Background: an optimization exercise with open tools, aiming at small area, a short achievable clock period and few clock cycles per item. Do not read the settings as production practice. The RTL was checked by simulation tests, not by an equivalence proof against the original design. Power figures rest on the tool's default switching activity, not on a simulated workload.

==> inputs of v9 <==
Design multi_queue_urgent_front_deque, start of the top module:
module multi_queue_urgent_front_deque (
   input  logic        clock,
   input  logic        reset,
   input  logic        req_tvalid,
   output logic        req_tready,
   input  logic [23:0] req_tdata,   
   input  logic        req_tuser,   
   output logic        rsp_tvalid,
   input  logic        rsp_tready,
   output logic [23:0] rsp_tdata,   
   output logic [1:0]  rsp_tuser    
);
   localparam int NQ = qdq_pkg::NUM_QUEUES;
   localparam int ND = qdq_pkg::QUEUE_DEPTH;
   localparam int EW = qdq_pkg::ENTRY_BITS;
   localparam int RW = EW + qdq_pkg::COUNT_W + 2;    
   localparam int NG = 4;                            
   logic          acc;
   logic [4:0]    qin;
   logic [3:0]    rd_cnt;
   logic [2:0]    rd_head;
   logic          va_ff;
   logic [4:0]    qia_ff;
   logic [NQ-1:0] qa_ff;        
   logic          takea_ff;
   logic          urga_ff;
   logic [EW-1:0] enta_ff;      
   logic [3:0]    cnta_ff;      
   logic [2:0]    heada_ff;
   logic [2:0]    taila_ff;     
   logic          fwdb_a_ff;    
   logic          fwdc_a_ff;    
   logic          vb_ff;
   logic [4:0]    qib_ff;
   logic [NQ-1:0] qb_ff;
   logic [NQ-1:0] qbw_ff;       
   logic [NG*EW-1:0] entb_ff;   
  ...
clock: 5.0 ns
lec_check: 0
cap_margin: 20
core_margin: 2
core_utilization: 60
cts_cluster_diameter: 100
cts_cluster_size: 25
setup_slack_margin: 2.7
slew_margin: 45
synth_memory_max_bits: 8192
run.sh (not shown) runs the stock make flow with config.mk's settings and CLKGATE_MAP_FILE= SYNTH_SCRIPT=/design/flow/synth_recipe.tcl, a recipe that flattens the netlist after the stock synthesis.
==> v38 (differences from v9) <==
--- a/flow/design.v
+++ b/flow/design.v
@@ -34,13 +34,12 @@
 `timescale 1ns / 1ps
 module qdq_row_mem #(
    parameter int NG = 1
 ) (
    input  logic                                clock,
    input  logic [qdq_pkg::NUM_QUEUES-1:0]      qsel,
-   input  logic [qdq_pkg::NUM_QUEUES-1:0]      wsel,
    input  logic [qdq_pkg::QUEUE_DEPTH-1:0]     slot_we,
    input  logic [NG*qdq_pkg::ENTRY_BITS-1:0]   wr_data,
    input  logic [qdq_pkg::QUEUE_DEPTH-1:0]     slot_rd,
    output logic [4*qdq_pkg::ENTRY_BITS-1:0]    rd_part
 );
    localparam int NQ = qdq_pkg::NUM_QUEUES;
@@ -49,13 +48,13 @@
    logic [NQ*ND*EW-1:0] mem;
    logic [ND*EW-1:0]    col;
    logic [4*EW-1:0]     part;
    for (genvar q = 0; q < NQ; q++) begin : g_q
       for (genvar s = 0; s < ND; s++) begin : g_s
          always_ff @(posedge clock) begin
-            if (wsel[q] && slot_we[s]) begin
+            if (qsel[q] && slot_we[s]) begin
                mem[(q*ND+s)*EW +: EW] <= wr_data[(q/(NQ/NG))*EW +: EW];
             end
          end
       end
    end
    always_comb begin
@@ -186,29 +185,25 @@
    logic [NQ-1:0] qa_ff;        
    logic          takea_ff;
    logic          urga_ff;
    logic [EW-1:0] enta_ff;      
    logic [3:0]    cnta_ff;      
    logic [2:0]    heada_ff;
-   logic [2:0]    taila_ff;     
    logic          fwdb_a_ff;    
    logic          fwdc_a_ff;    
    logic          vb_ff;
    logic [4:0]    qib_ff;
    logic [NQ-1:0] qb_ff;
-   logic [NQ-1:0] qbw_ff;       
    logic [NG*EW-1:0] entb_ff;   
    logic [ND-1:0] slot_web_ff, slot_rdb_ff;
    logic [3:0]    cntb_ff;      
    logic [2:0]    headb_ff;     
-   logic [2:0]    tailb_ff;     
    logic [1:0]    statusb_ff;
    logic          vc_ff;
    logic [3:0]    cntc_ff;
    logic [2:0]    headc_ff;
-   logic [2:0]    tailc_ff;
    logic [1:0]    statusc_ff;
    assign qin = req_tdata[4:0];
    qdq_count_mem u_state (
       .clock    (clock),
       .reset    (reset),
       .rd_addr  (qin),
@@ -229,88 +224,76 @@
       qia_ff    <= qin;
       takea_ff  <= req_tuser;
       urga_ff   <= req_tdata[21];
       enta_ff   <= req_tdata[21:5];
       cnta_ff   <= rd_cnt;
       heada_ff  <= rd_head;
-      taila_ff  <= rd_head + rd_cnt[2:0];
       fwdb_a_ff <= va_ff && (qia_ff == qin);
       fwdc_a_ff <= vb_ff && (qib_ff == qin);
    end
    logic [3:0]    cnt, cnt_new;
    logic [2:0]    head, head_new;
-   logic [2:0]    tail, tail_new;
    logic [ND-1:0] slot_we, slot_rd;
    logic [1:0]    status;
    always_comb begin
       if (fwdb_a_ff) begin
          cnt  = cntb_ff;
          head = headb_ff;
-         tail = tailb_ff;
       end else if (fwdc_a_ff) begin
          cnt  = cntc_ff;
          head = headc_ff;
-         tail = tailc_ff;
       end else begin
          cnt  = cnta_ff;
          head = heada_ff;
-         tail = taila_ff;
       end
    end
    qdq_shift_ctl u_ctl (
       .take     (takea_ff),
       .urgent   (urga_ff),
       .cnt      (cnt),
       .head     (head),
-      .tail     (tail),
       .cnt_new  (cnt_new),
       .head_new (head_new),
-      .tail_new (tail_new),
       .slot_we  (slot_we),
       .slot_rd  (slot_rd),
       .status   (status)
    );
    always_ff @(posedge clock) begin
       if (reset) begin
-         vb_ff  <= 1'b0;
-         qb_ff  <= '0;
-         qbw_ff <= '0;
+         vb_ff <= 1'b0;
+         qb_ff <= '0;
       end else begin
-         vb_ff  <= va_ff;
-         qb_ff  <= qa_ff;
-         qbw_ff <= (|slot_we) ? qa_ff : '0;
+         vb_ff <= va_ff;
+         qb_ff <= qa_ff;
       end
       qib_ff      <= qia_ff;
       slot_web_ff <= slot_we;
       slot_rdb_ff <= slot_rd;
       cntb_ff     <= cnt_new;
       headb_ff    <= head_new;
-      tailb_ff    <= tail_new;
       statusb_ff  <= status;
    end
    for (genvar g = 0; g < NG; g++) begin : g_wd
       always_ff @(posedge clock) begin
          if (|qa_ff[g*(NQ/NG) +: NQ/NG]) entb_ff[g*EW +: EW] <= enta_ff;
       end
    end
    logic [4*EW-1:0] rd_part;
    qdq_row_mem #(.NG(NG)) u_store (
       .clock    (clock),
       .qsel     (qb_ff),
-      .wsel     (qbw_ff),
       .slot_we  (slot_web_ff),
       .wr_data  (entb_ff),
       .slot_rd  (slot_rdb_ff),
       .rd_part  (rd_part)
    );
    always_ff @(posedge clock) begin
       if (reset) vc_ff <= 1'b0;
       else       vc_ff <= vb_ff;
       cntc_ff    <= cntb_ff;
       headc_ff   <= headb_ff;
-      tailc_ff   <= tailb_ff;
       statusc_ff <= statusb_ff;
    end
    qdq_shift #(.W(RW), .N(5)) u_out (
       .clock    (clock),
       .reset    (reset),
       .in_valid (vc_ff),
@@ -326,40 +309,37 @@
 endmodule
 module qdq_shift_ctl (
    input  logic       take,
    input  logic       urgent,
    input  logic [3:0] cnt,
    input  logic [2:0] head,
-   input  logic [2:0] tail,
    output logic [3:0] cnt_new,
    output logic [2:0] head_new,
-   output logic [2:0] tail_new,
    output logic [7:0] slot_we,
    output logic [7:0] slot_rd,
    output logic [1:0] status
 );
    logic       full, empty;
    logic       do_add, do_take;
-   logic [2:0] head_m1, head_p1, widx;
+   logic [2:0] head_m1, head_p1, tail, widx;
    always_comb begin
       full    = cnt[3];
       empty   = (cnt == 4'd0);
       do_add  = !take && !full;
       do_take = take && !empty;
       head_m1 = head - 3'd1;
       head_p1 = head + 3'd1;
+      tail    = head + cnt[2:0];
       widx    = urgent ? head_m1 : tail;
       for (int s = 0; s < 8; s++) begin
          slot_we[s] = do_add && (widx == 3'(s));
          slot_rd[s] = do_take && (head == 3'(s));
       end
       if (do_add)       cnt_new = cnt + 4'd1;
       else if (do_take) cnt_new = cnt - 4'd1;
       else              cnt_new = cnt;
-      if (do_add && !urgent) tail_new = tail + 3'd1;
-      else                   tail_new = tail;
       if (do_add && urgent) head_new = head_m1;
       else if (do_take)     head_new = head_p1;
       else                  head_new = head;
       if (take) status = empty ? qdq_pkg::STAT_EMPTY : qdq_pkg::STAT_TAKEN;
       else      status = full  ? qdq_pkg::STAT_FULL  : qdq_pkg::STAT_ADDED;
    end
==> v3 (differences from v9) <==
--- a/flow/design.v
+++ b/flow/design.v
@@ -186,29 +186,26 @@
    logic [NQ-1:0] qa_ff;        
    logic          takea_ff;
    logic          urga_ff;
    logic [EW-1:0] enta_ff;      
    logic [3:0]    cnta_ff;      
    logic [2:0]    heada_ff;
-   logic [2:0]    taila_ff;     
    logic          fwdb_a_ff;    
    logic          fwdc_a_ff;    
    logic          vb_ff;
    logic [4:0]    qib_ff;
    logic [NQ-1:0] qb_ff;
    logic [NQ-1:0] qbw_ff;       
    logic [NG*EW-1:0] entb_ff;   
    logic [ND-1:0] slot_web_ff, slot_rdb_ff;
    logic [3:0]    cntb_ff;      
    logic [2:0]    headb_ff;     
-   logic [2:0]    tailb_ff;     
    logic [1:0]    statusb_ff;
    logic          vc_ff;
    logic [3:0]    cntc_ff;
    logic [2:0]    headc_ff;
-   logic [2:0]    tailc_ff;
    logic [1:0]    statusc_ff;
    assign qin = req_tdata[4:0];
    qdq_count_mem u_state (
       .clock    (clock),
       .reset    (reset),
       .rd_addr  (qin),
@@ -229,45 +226,38 @@
       qia_ff    <= qin;
       takea_ff  <= req_tuser;
       urga_ff   <= req_tdata[21];
       enta_ff   <= req_tdata[21:5];
       cnta_ff   <= rd_cnt;
       heada_ff  <= rd_head;
-      taila_ff  <= rd_head + rd_cnt[2:0];
       fwdb_a_ff <= va_ff && (qia_ff == qin);
       fwdc_a_ff <= vb_ff && (qib_ff == qin);
    end
    logic [3:0]    cnt, cnt_new;
    logic [2:0]    head, head_new;
-   logic [2:0]    tail, tail_new;
    logic [ND-1:0] slot_we, slot_rd;
    logic [1:0]    status;
    always_comb begin
       if (fwdb_a_ff) begin
          cnt  = cntb_ff;
          head = headb_ff;
-         tail = tailb_ff;
       end else if (fwdc_a_ff) begin
          cnt  = cntc_ff;
          head = headc_ff;
-         tail = tailc_ff;
       end else begin
          cnt  = cnta_ff;
          head = heada_ff;
-         tail = taila_ff;
       end
    end
    qdq_shift_ctl u_ctl (
       .take     (takea_ff),
       .urgent   (urga_ff),
       .cnt      (cnt),
       .head     (head),
-      .tail     (tail),
       .cnt_new  (cnt_new),
       .head_new (head_new),
-      .tail_new (tail_new),
       .slot_we  (slot_we),
       .slot_rd  (slot_rd),
       .status   (status)
    );
    always_ff @(posedge clock) begin
       if (reset) begin
@@ -281,13 +271,12 @@
       end
       qib_ff      <= qia_ff;
       slot_web_ff <= slot_we;
       slot_rdb_ff <= slot_rd;
       cntb_ff     <= cnt_new;
       headb_ff    <= head_new;
-      tailb_ff    <= tail_new;
       statusb_ff  <= status;
    end
    for (genvar g = 0; g < NG; g++) begin : g_wd
       always_ff @(posedge clock) begin
          if (|qa_ff[g*(NQ/NG) +: NQ/NG]) entb_ff[g*EW +: EW] <= enta_ff;
       end
@@ -304,13 +293,12 @@
    );
    always_ff @(posedge clock) begin
       if (reset) vc_ff <= 1'b0;
       else       vc_ff <= vb_ff;
       cntc_ff    <= cntb_ff;
       headc_ff   <= headb_ff;
-      tailc_ff   <= tailb_ff;
       statusc_ff <= statusb_ff;
    end
    qdq_shift #(.W(RW), .N(5)) u_out (
       .clock    (clock),
       .reset    (reset),
       .in_valid (vc_ff),
@@ -326,40 +314,37 @@
 endmodule
 module qdq_shift_ctl (
    input  logic       take,
    input  logic       urgent,
    input  logic [3:0] cnt,
    input  logic [2:0] head,
-   input  logic [2:0] tail,
    output logic [3:0] cnt_new,
    output logic [2:0] head_new,
-   output logic [2:0] tail_new,
    output logic [7:0] slot_we,
    output logic [7:0] slot_rd,
    output logic [1:0] status
 );
    logic       full, empty;
    logic       do_add, do_take;
-   logic [2:0] head_m1, head_p1, widx;
+   logic [2:0] head_m1, head_p1, tail, widx;
    always_comb begin
       full    = cnt[3];
       empty   = (cnt == 4'd0);
       do_add  = !take && !full;
       do_take = take && !empty;
       head_m1 = head - 3'd1;
       head_p1 = head + 3'd1;
+      tail    = head + cnt[2:0];
       widx    = urgent ? head_m1 : tail;
       for (int s = 0; s < 8; s++) begin
          slot_we[s] = do_add && (widx == 3'(s));
          slot_rd[s] = do_take && (head == 3'(s));
       end
       if (do_add)       cnt_new = cnt + 4'd1;
       else if (do_take) cnt_new = cnt - 4'd1;
       else              cnt_new = cnt;
-      if (do_add && !urgent) tail_new = tail + 3'd1;
-      else                   tail_new = tail;
       if (do_add && urgent) head_new = head_m1;
       else if (do_take)     head_new = head_p1;
       else                  head_new = head;
       if (take) status = empty ? qdq_pkg::STAT_EMPTY : qdq_pkg::STAT_TAKEN;
       else      status = full  ? qdq_pkg::STAT_FULL  : qdq_pkg::STAT_ADDED;
    end
CORE_UTILIZATION = 65   (was 60)
SETUP_SLACK_MARGIN = 2.8   (was 2.7)
==> v36 (differences from v9) <==
--- a/flow/design.v
+++ b/flow/design.v
@@ -186,29 +186,26 @@
    logic [NQ-1:0] qa_ff;        
    logic          takea_ff;
    logic          urga_ff;
    logic [EW-1:0] enta_ff;      
    logic [3:0]    cnta_ff;      
    logic [2:0]    heada_ff;
-   logic [2:0]    taila_ff;     
    logic          fwdb_a_ff;    
    logic          fwdc_a_ff;    
    logic          vb_ff;
    logic [4:0]    qib_ff;
    logic [NQ-1:0] qb_ff;
    logic [NQ-1:0] qbw_ff;       
    logic [NG*EW-1:0] entb_ff;   
    logic [ND-1:0] slot_web_ff, slot_rdb_ff;
    logic [3:0]    cntb_ff;      
    logic [2:0]    headb_ff;     
-   logic [2:0]    tailb_ff;     
    logic [1:0]    statusb_ff;
    logic          vc_ff;
    logic [3:0]    cntc_ff;
    logic [2:0]    headc_ff;
-   logic [2:0]    tailc_ff;
    logic [1:0]    statusc_ff;
    assign qin = req_tdata[4:0];
    qdq_count_mem u_state (
       .clock    (clock),
       .reset    (reset),
       .rd_addr  (qin),
@@ -229,45 +226,38 @@
       qia_ff    <= qin;
       takea_ff  <= req_tuser;
       urga_ff   <= req_tdata[21];
       enta_ff   <= req_tdata[21:5];
       cnta_ff   <= rd_cnt;
       heada_ff  <= rd_head;
-      taila_ff  <= rd_head + rd_cnt[2:0];
       fwdb_a_ff <= va_ff && (qia_ff == qin);
       fwdc_a_ff <= vb_ff && (qib_ff == qin);
    end
    logic [3:0]    cnt, cnt_new;
    logic [2:0]    head, head_new;
-   logic [2:0]    tail, tail_new;
    logic [ND-1:0] slot_we, slot_rd;
    logic [1:0]    status;
    always_comb begin
       if (fwdb_a_ff) begin
          cnt  = cntb_ff;
          head = headb_ff;
-         tail = tailb_ff;
       end else if (fwdc_a_ff) begin
          cnt  = cntc_ff;
          head = headc_ff;
-         tail = tailc_ff;
       end else begin
          cnt  = cnta_ff;
          head = heada_ff;
-         tail = taila_ff;
       end
    end
    qdq_shift_ctl u_ctl (
       .take     (takea_ff),
       .urgent   (urga_ff),
       .cnt      (cnt),
       .head     (head),
-      .tail     (tail),
       .cnt_new  (cnt_new),
       .head_new (head_new),
-      .tail_new (tail_new),
       .slot_we  (slot_we),
       .slot_rd  (slot_rd),
       .status   (status)
    );
    always_ff @(posedge clock) begin
       if (reset) begin
@@ -281,13 +271,12 @@
       end
       qib_ff      <= qia_ff;
       slot_web_ff <= slot_we;
       slot_rdb_ff <= slot_rd;
       cntb_ff     <= cnt_new;
       headb_ff    <= head_new;
-      tailb_ff    <= tail_new;
       statusb_ff  <= status;
    end
    for (genvar g = 0; g < NG; g++) begin : g_wd
       always_ff @(posedge clock) begin
          if (|qa_ff[g*(NQ/NG) +: NQ/NG]) entb_ff[g*EW +: EW] <= enta_ff;
       end
@@ -304,13 +293,12 @@
    );
    always_ff @(posedge clock) begin
       if (reset) vc_ff <= 1'b0;
       else       vc_ff <= vb_ff;
       cntc_ff    <= cntb_ff;
       headc_ff   <= headb_ff;
-      tailc_ff   <= tailb_ff;
       statusc_ff <= statusb_ff;
    end
    qdq_shift #(.W(RW), .N(5)) u_out (
       .clock    (clock),
       .reset    (reset),
       .in_valid (vc_ff),
@@ -326,40 +314,37 @@
 endmodule
 module qdq_shift_ctl (
    input  logic       take,
    input  logic       urgent,
    input  logic [3:0] cnt,
    input  logic [2:0] head,
-   input  logic [2:0] tail,
    output logic [3:0] cnt_new,
    output logic [2:0] head_new,
-   output logic [2:0] tail_new,
    output logic [7:0] slot_we,
    output logic [7:0] slot_rd,
    output logic [1:0] status
 );
    logic       full, empty;
    logic       do_add, do_take;
-   logic [2:0] head_m1, head_p1, widx;
+   logic [2:0] head_m1, head_p1, tail, widx;
    always_comb begin
       full    = cnt[3];
       empty   = (cnt == 4'd0);
       do_add  = !take && !full;
       do_take = take && !empty;
       head_m1 = head - 3'd1;
       head_p1 = head + 3'd1;
+      tail    = head + cnt[2:0];
       widx    = urgent ? head_m1 : tail;
       for (int s = 0; s < 8; s++) begin
          slot_we[s] = do_add && (widx == 3'(s));
          slot_rd[s] = do_take && (head == 3'(s));
       end
       if (do_add)       cnt_new = cnt + 4'd1;
       else if (do_take) cnt_new = cnt - 4'd1;
       else              cnt_new = cnt;
-      if (do_add && !urgent) tail_new = tail + 3'd1;
-      else                   tail_new = tail;
       if (do_add && urgent) head_new = head_m1;
       else if (do_take)     head_new = head_p1;
       else                  head_new = head;
       if (take) status = empty ? qdq_pkg::STAT_EMPTY : qdq_pkg::STAT_TAKEN;
       else      status = full  ? qdq_pkg::STAT_FULL  : qdq_pkg::STAT_ADDED;
    end
CAP_MARGIN = 40   (was 20)
SETUP_SLACK_MARGIN = 2.9   (was 2.7)
SLEW_MARGIN = 60   (was 45)
==> run summary <==
metric	v36	v3	v38	v9
Count of distinct cell types in the synthesized netlist	72	72	67	67
Post-route clock period utilization	0.519	0.514	0.551	0.524
Power consumed by combinational cells	2350 uW	2130 uW	2200 uW	2280 uW
Overall die area	302000 um^2	279000 um^2	301000 um^2	301000 um^2
Run status	finished with violations	complete, no violations	complete, no violations	finished with violations
Reasons for failing layout checks	antenna violations	-	-	antenna violations
Area of the multi-input gates	33100 um^2	31400 um^2	31400 um^2	30900 um^2
Switching fraction of total power	0.212	0.209	0.213	0.213
First drt pass iteration count	7	13	8	14
Synth Area in Adders	0.00109	0.00109	0.00110	0.00117
Met2 Resource Use GR	0.701	0.708	0.680	0.688
Number of signal-net buffers in the layout	1308	1029	1036	1071
Required time at the worst-slack endpoint	4.00 ns	5.91 ns	4.00 ns	4.00 ns
Number of DRC violations after detailed-routing iteration 0	29800	30700	29100	31000
Dpl cell area	191000 um^2	188000 um^2	187000 um^2	188000 um^2
Cell-internal power	55400 uW	55300 uW	54900 uW	55300 uW
Inverters, non-clock	14	14	17	21
Delay of the slowest cell on the worst path	0.45 ns	0.43 ns	0.56 ns	0.46 ns
Final-layout clock-cell area share	0.0305	0.0316	0.0310	0.0309
Hold Worst Slack	0.272 ns	0.289 ns	0.300 ns	0.201 ns
Gate count of the mapped netlist	9728	9728	9691	9729
Post-layout minimum cycle time	2.60 ns	2.57 ns	2.76 ns	2.62 ns
All-Layer GR Usage	0.506	0.508	0.481	0.498
Testbench counts of v9, summed over its fixed seeds: cycles 16,032, items 16,000.
Testbench counts of v38, summed over its fixed seeds: cycles 16,032, items 16,000.
Testbench counts of v3, summed over its fixed seeds: cycles 16,032, items 16,000.
Testbench counts of v36, summed over its fixed seeds: cycles 16,032, items 16,000.

## what the ideal ports hide
Ports are ideal in the flow. The routed layouts listed here were re-timed in OpenROAD.
Step 1: set_driving_cell puts a clkbuf_16 on clock and a buf_2 on each other input, an assumption about the parent block.
Step 2 moves the port delays by t, midway between the first and last clock arrival at a register: inputs arrive t later, outputs are due t later. That takes back most of the time a late clock gives input paths.
Slacks: ideal / step 1 / step 2; pairs: ideal / step 1.
| run | shift t [ns] | setup slack, ns | slew at the worst register clock pin (ns) | worst slew at a driven data input, ns |
|---|---|---|---|---|
| v9 | 1.101 | 2.381 / 2.269 / 1.450 | 0.11 / 0.11 | 0.15 |
| v38 | 1.091 | 2.245 / 2.128 / 1.803 | 0.11 / 0.11 | 0.09 |
| v3 | 1.104 | 2.429 / 2.328 / 1.837 | 0.11 / 0.11 | 0.07 |
| v36 | 1.101 | 2.404 / 2.295 / 1.891 | 0.11 / 0.11 | 0.08 |
The setup slack of v9, which loses most, moves by -0.112 ns with the drivers and by -0.931 ns with both steps.
